What follows belongs to an exercise in optimizing a design on an open flow for a short achievable clock period and few clock cycles per item; a production flow would make more cautious choices.
Where RTL was checked, it was by simulation tests only, not by an equivalence proof against the original.

## lane 1
==> flow/design.v <==
`timescale 1ns/1ps
module divider_top (
    input  logic        clk,
    input  logic        rst_n,
    input  logic [31:0] op1,
    input  logic [31:0] op2,
    input  logic [2:0]  funct3,
    input  logic        start,
    input  logic        ack,
    output logic [31:0] result,
    output logic        done
);
    localparam int RB   = 3;                       
    localparam int G    = 2;                       
    localparam int RO   = 2;                       
    localparam int M    = RB * G;                  
    localparam int NCMX = (32 - RO + M - 1) / M;   
    localparam int WW   = NCMX * M + RO;           
    localparam int NM   = (1 << RB) - 1;           
    localparam int NO   = (1 << RO) - 1;           
    localparam int NMX  = (NM > NO) ? NM : NO;
    localparam int XW   = 32 + RB;
    localparam int OW   = 32 + RO;
    localparam int MW   = 32 + ((RB > RO) ? RB : RO);
    localparam int CW   = $clog2(NCMX + 1);
    logic        sgn, a_neg, b_neg, b_zero;
    logic [31:0] a_abs;
    function automatic logic [31:0] mag(input logic [31:0] v, input logic neg);
        logic [31:0] below;
        below[0] = 1'b0;
        for (int i = 1; i < 32; i++) below[i] = below[i-1] | v[i-1];
        mag = v ^ ({32{neg}} & below);
    endfunction
    assign sgn    = ~funct3[0];
    assign a_neg  = sgn & op1[31];
    assign b_neg  = sgn & op2[31];
    assign a_abs  = mag(op1, a_neg);
    assign b_zero = (op2 == 32'd0);
    logic [31:0]     ua, ub;
    logic [NCMX-1:0] reach;
    logic [NCMX:0]   csel;
    logic [CW-1:0]   ncyc;
    assign ua = op1 ^ {32{a_neg}};
    assign ub = op2 ^ {32{b_neg}};
    always_comb begin
        for (int c = 0; c < NCMX; c++) begin
            logic [32:0] t;
            logic        cs;
            cs = a_neg;
            t  = {1'b0, ua >> (c * M + RO)} + {1'b0, ~ub} + {32'd0, cs} + {32'd0, ~b_neg};
            reach[c] = ~b_zero & t[32];
        end
        csel[0] = ~reach[0];
        for (int c = 1; c < NCMX; c++)
            csel[c] = reach[c-1] & ~reach[c];
        csel[NCMX] = reach[NCMX-1];
        ncyc = '0;
        for (int c = 1; c <= NCMX; c++)
            if (csel[c]) ncyc = CW'(c);
    end
    logic [31:0]   r_init;
    logic [WW-1:0] w_init;
    assign {r_init, w_init} = {{WW{1'b0}}, a_abs} << (WW - RO);
    logic [MW-1:0] mult_init [1:NMX];
    always_comb begin
        logic [MW-1:0] e, ne, t1, t3, t5, t7;
        logic [MW-1:0] s_a, s_b;
        e  = b_neg ? {{(MW-32){op2[31]}}, op2} : MW'(op2);
        ne = ~e;
        t1 = b_neg ? (e + {MW{1'b1}}) : ne;
        s_a = ~((e << 1) ^ e);
        s_b = ((e << 1) | e) << 1;
        t3 = b_neg ? (s_a + s_b) : ~((e << 1) + e);
        s_a = ~((e << 2) ^ e);
        s_b = ((e << 2) | e) << 1;
        t5 = b_neg ? (s_a + s_b) : ~((e << 2) + e);
        t7 = b_neg ? ((e << 3) + ne) : ~((e << 3) + ne + 1'b1);
        for (int j = 1; j <= NMX; j++) begin
            case (j)
                1:       mult_init[j] = t1;
                2:       mult_init[j] = {t1[MW-2:0], 1'b1};
                3:       mult_init[j] = t3;
                4:       mult_init[j] = {t1[MW-3:0], 2'b11};
                5:       mult_init[j] = t5;
                6:       mult_init[j] = {t3[MW-2:0], 1'b1};
                7:       mult_init[j] = t7;
                default: mult_init[j] = ~(MW'(j) * (b_neg ? -e : e));
            endcase
        end
    end
    logic          busy_q;
    logic [CW-1:0] cnt_q;
    logic          accept;
    logic [31:0]   rem_q;
    logic [OW-1:0] oxx_q;               
    logic [WW-1:0] w_q;
    logic [MW-1:0] mult_q [1:NMX];
    logic [OW-1:0] multx_q [1:NO];      
    logic [31:0]   quo_q, quom_q;
    logic          rem_sel_q, rneg_q, qneg_q;
    logic          first_q;
    logic [NCMX:1] csel_q;
    assign accept = start & ~busy_q & (~done | ack);
    logic [31:0]   rem_nxt;
    logic [WW-1:0] w_nxt;
    logic [31:0]   quo_nxt, quom_nxt;
    always_comb begin
        logic [31:0]   r;
        logic [WW-1:0] w0;
        logic [32+WW-1:0] cat;
        logic [31:0]   q, qm;
        logic [XW-1:0] x;
        logic [MW:0]   d [0:NM];
        logic [NM+1:0] ge;
        logic [NM:0]   oh;
        logic [RB-1:0] dig;
        logic [XW-1:0] nx;
        cat = first_q ? '0 : {rem_q, w_q};
        for (int c = 1; c <= NCMX; c++)
            if (first_q & csel_q[c])
                cat = cat | ({{WW{1'b0}}, rem_q, w_q[WW-1 -: RO]} << (WW - c * M - RO));
        {r, w0} = cat;
        q  = quo_q;
        qm = quom_q;
        for (int s = 0; s < G; s++) begin
            x = {r, w0[WW-1-RB*s -: RB]};
            ge[0] = 1'b1;
            d[0]  = (MW+1)'(x);
            for (int j = 1; j <= NM; j++) begin
                d[j]  = (MW+1)'(x) + {1'b0, mult_q[j]} + (MW+1)'(1);
                ge[j] = d[j][MW];
            end
            ge[NM+1] = 1'b0;
            dig = '0;
            nx  = '0;
            for (int j = 0; j <= NM; j++) begin
                oh[j] = ge[j] & ~ge[j+1];
                if (oh[j]) dig = dig | RB'(j);
                nx = nx | ({XW{oh[j]}} & d[j][XW-1:0]);
            end
            r = nx[31:0];
            if (dig != '0) qm = {q[31-RB:0], dig - 1'b1};
            else           qm = {qm[31-RB:0], {RB{1'b1}}};
            q = {q[31-RB:0], dig};
        end
        rem_nxt  = r;
        quo_nxt  = q;
        quom_nxt = qm;
        w_nxt    = w0 << M;
    end
    always_ff @(posedge clk or negedge rst_n) begin
        if (!rst_n) begin
            busy_q <= 1'b0;
            cnt_q  <= '0;
            done   <= 1'b0;
        end else begin
            if (accept) begin
                busy_q <= (ncyc != '0);
                cnt_q  <= ncyc;
                done   <= (ncyc == '0);
            end else if (busy_q) begin
                cnt_q <= cnt_q - 1'b1;
                if (cnt_q == CW'(1)) begin
                    busy_q <= 1'b0;
                    done   <= 1'b1;
                end
            end else if (ack) begin
                done <= 1'b0;
            end
        end
    end
    always_ff @(posedge clk) begin
        if (accept) begin
            rem_q     <= r_init;
            w_q       <= w_init;
            oxx_q     <= {r_init, w_init[WW-1 -: RO]} ^ {OW{a_neg}};
            for (int j = 1; j <= NMX; j++) mult_q[j] <= mult_init[j];
            for (int j = 1; j <= NO; j++) multx_q[j] <= mult_init[j][OW-1:0] ^ {OW{a_neg}};
            quo_q     <= b_zero ? 32'hffff_ffff : 32'd0;
            quom_q    <= b_zero ? 32'd0 : 32'hffff_ffff;
            rem_sel_q <= funct3[1];
            rneg_q    <= a_neg;
            first_q   <= 1'b1;
            csel_q    <= csel[NCMX:1];
            qneg_q    <= (a_neg ^ b_neg) & ~b_zero;
        end else if (busy_q) begin
            rem_q  <= rem_nxt;
            w_q    <= w_nxt;
            oxx_q  <= {rem_nxt, w_nxt[WW-1 -: RO]} ^ {OW{rneg_q}};
            quo_q  <= quo_nxt;
            quom_q <= quom_nxt;
            first_q <= 1'b0;
        end
    end
    logic [OW-1:0] ox;
    logic [NO+1:0] oge;
    logic [NO:0]   ooh;
    logic [RO-1:0] odig;
    logic [OW-1:0] orem;
    logic [31:0]   qpos, qmin;
    always_comb begin
        logic [MW:0]   t;
        logic [OW-1:0] v;
        logic [OW-1:0] mneg;
        ox     = {rem_q, w_q[WW-1 -: RO]};
        mneg   = {OW{rneg_q}};
        oge[0] = 1'b1;
        for (int j = 1; j <= NO; j++) begin
            t      = (MW+1)'(ox) + {1'b0, mult_q[j]} + (MW+1)'(1);
            oge[j] = t[MW];
        end
        oge[NO+1] = 1'b0;
        odig = '0;
        orem = '0;
        for (int j = 0; j <= NO; j++) begin
            ooh[j] = oge[j] & ~oge[j+1];
            if (ooh[j]) odig = odig | RO'(j);
            if (j == 0) v = oxx_q + OW'(rneg_q);
            else        v = oxx_q + multx_q[j] + OW'(1);
            orem = orem | ({OW{ooh[j]}} & v);
        end
        qpos = {quo_q[31-RO:0], odig};
        if (odig != '0) qmin = {quo_q[31-RO:0], odig - 1'b1};
        else            qmin = {quom_q[31-RO:0], {RO{1'b1}}};
    end
    assign result = rem_sel_q ? orem[31:0] : (qneg_q ? ~qmin : qpos);
endmodule
clock: 27.0 ns
lec_check: 0
cap_margin: 20
core_margin: 2
core_utilization: 40
slew_margin: 20
standard.sh (not shown) runs the stock make flow with config.mk's settings and CLKGATE_MAP_FILE= SYNTH_SCRIPT=/design/flow/synth_recipe.tcl, a recipe that flattens the netlist after the stock synthesis.
==> flow/flow/run.sh <==
#!/bin/bash
set -euo pipefail
bash standard.sh finish SETUP_SLACK_MARGIN=18 > standard_flow.log 2>&1
Lane 1 ended with every stage complete and zero timing, DRC or antenna violations.
What lane 2 does differently from lane 1 at the input level:
--- a/flow/design.v
+++ b/flow/design.v
@@ -90,14 +90,12 @@
     end
     logic          busy_q;
     logic [CW-1:0] cnt_q;
     logic          accept;
     logic [31:0]   rem_q;
-    logic [OW-1:0] oxx_q;               
     logic [WW-1:0] w_q;
     logic [MW-1:0] mult_q [1:NMX];
-    logic [OW-1:0] multx_q [1:NO];      
     logic [31:0]   quo_q, quom_q;
     logic          rem_sel_q, rneg_q, qneg_q;
     logic          first_q;
     logic [NCMX:1] csel_q;
     assign accept = start & ~busy_q & (~done | ack);
@@ -171,24 +169,21 @@
     end
     always_ff @(posedge clk) begin
         if (accept) begin
             rem_q     <= r_init;
             w_q       <= w_init;
-            oxx_q     <= {r_init, w_init[WW-1 -: RO]} ^ {OW{a_neg}};
             for (int j = 1; j <= NMX; j++) mult_q[j] <= mult_init[j];
-            for (int j = 1; j <= NO; j++) multx_q[j] <= mult_init[j][OW-1:0] ^ {OW{a_neg}};
             quo_q     <= b_zero ? 32'hffff_ffff : 32'd0;
             quom_q    <= b_zero ? 32'd0 : 32'hffff_ffff;
             rem_sel_q <= funct3[1];
             rneg_q    <= a_neg;
             first_q   <= 1'b1;
             csel_q    <= csel[NCMX:1];
             qneg_q    <= (a_neg ^ b_neg) & ~b_zero;
         end else if (busy_q) begin
             rem_q  <= rem_nxt;
             w_q    <= w_nxt;
-            oxx_q  <= {rem_nxt, w_nxt[WW-1 -: RO]} ^ {OW{rneg_q}};
             quo_q  <= quo_nxt;
             quom_q <= quom_nxt;
             first_q <= 1'b0;
         end
     end
@@ -213,12 +208,12 @@
         odig = '0;
         orem = '0;
         for (int j = 0; j <= NO; j++) begin
             ooh[j] = oge[j] & ~oge[j+1];
             if (ooh[j]) odig = odig | RO'(j);
-            if (j == 0) v = oxx_q + OW'(rneg_q);
-            else        v = oxx_q + multx_q[j] + OW'(1);
+            if (j == 0) v = (ox ^ mneg) + OW'(rneg_q);
+            else        v = (ox ^ mneg) + (mult_q[j][OW-1:0] ^ mneg) + OW'(1);
             orem = orem | ({OW{ooh[j]}} & v);
         end
         qpos = {quo_q[31-RO:0], odig};
         if (odig != '0) qmin = {quo_q[31-RO:0], odig - 1'b1};
         else            qmin = {quom_q[31-RO:0], {RO{1'b1}}};
Results
Lane 2: share of final layout cell area taken by non-clock buffers 0.90 points above lane 1
In the reports, the flip-flop count of lane 2 falls short of that of lane 1.
Lane 2 reports a lower detailed-placement wirelength estimate than lane 1 does.
The post-synthesis instance total of lane 1 and that of lane 2 are within noise of each other.
Lower count of buffering cells on the critical path with inverters included goes to lane 2 over lane 1.
Testbench counts of lane 2, summed over its fixed seeds: cycles 60,636, items 32,000.
Function not checked in lane 1: the RTL went through the layout flow alone.

-- afterwards: timing with drivers on the ports --
No port has a modelled driver above. Below, the same layouts with a new extraction and two added sets of constraints.
Step 1 assumes that a clkbuf_16 drives the clock port and a buf_2 every other input.
Step 2 also shifts input and output timing later by t, the mid clock arrival at the registers, as if the neighbouring blocks saw the same clock.
a / b / c = no drivers / after step 1 / after step 2; a / b = the first two.
run | t (ns) | setup slack, ns | worst data-port slew with drivers (ns)
lane 1 | 0.704 | 16.592 / 16.516 / 17.220 | 0.12
lane 2 | 0.677 | 16.814 / 16.730 / 17.282 | 0.05
After both steps setup and hold are still met in every run listed.
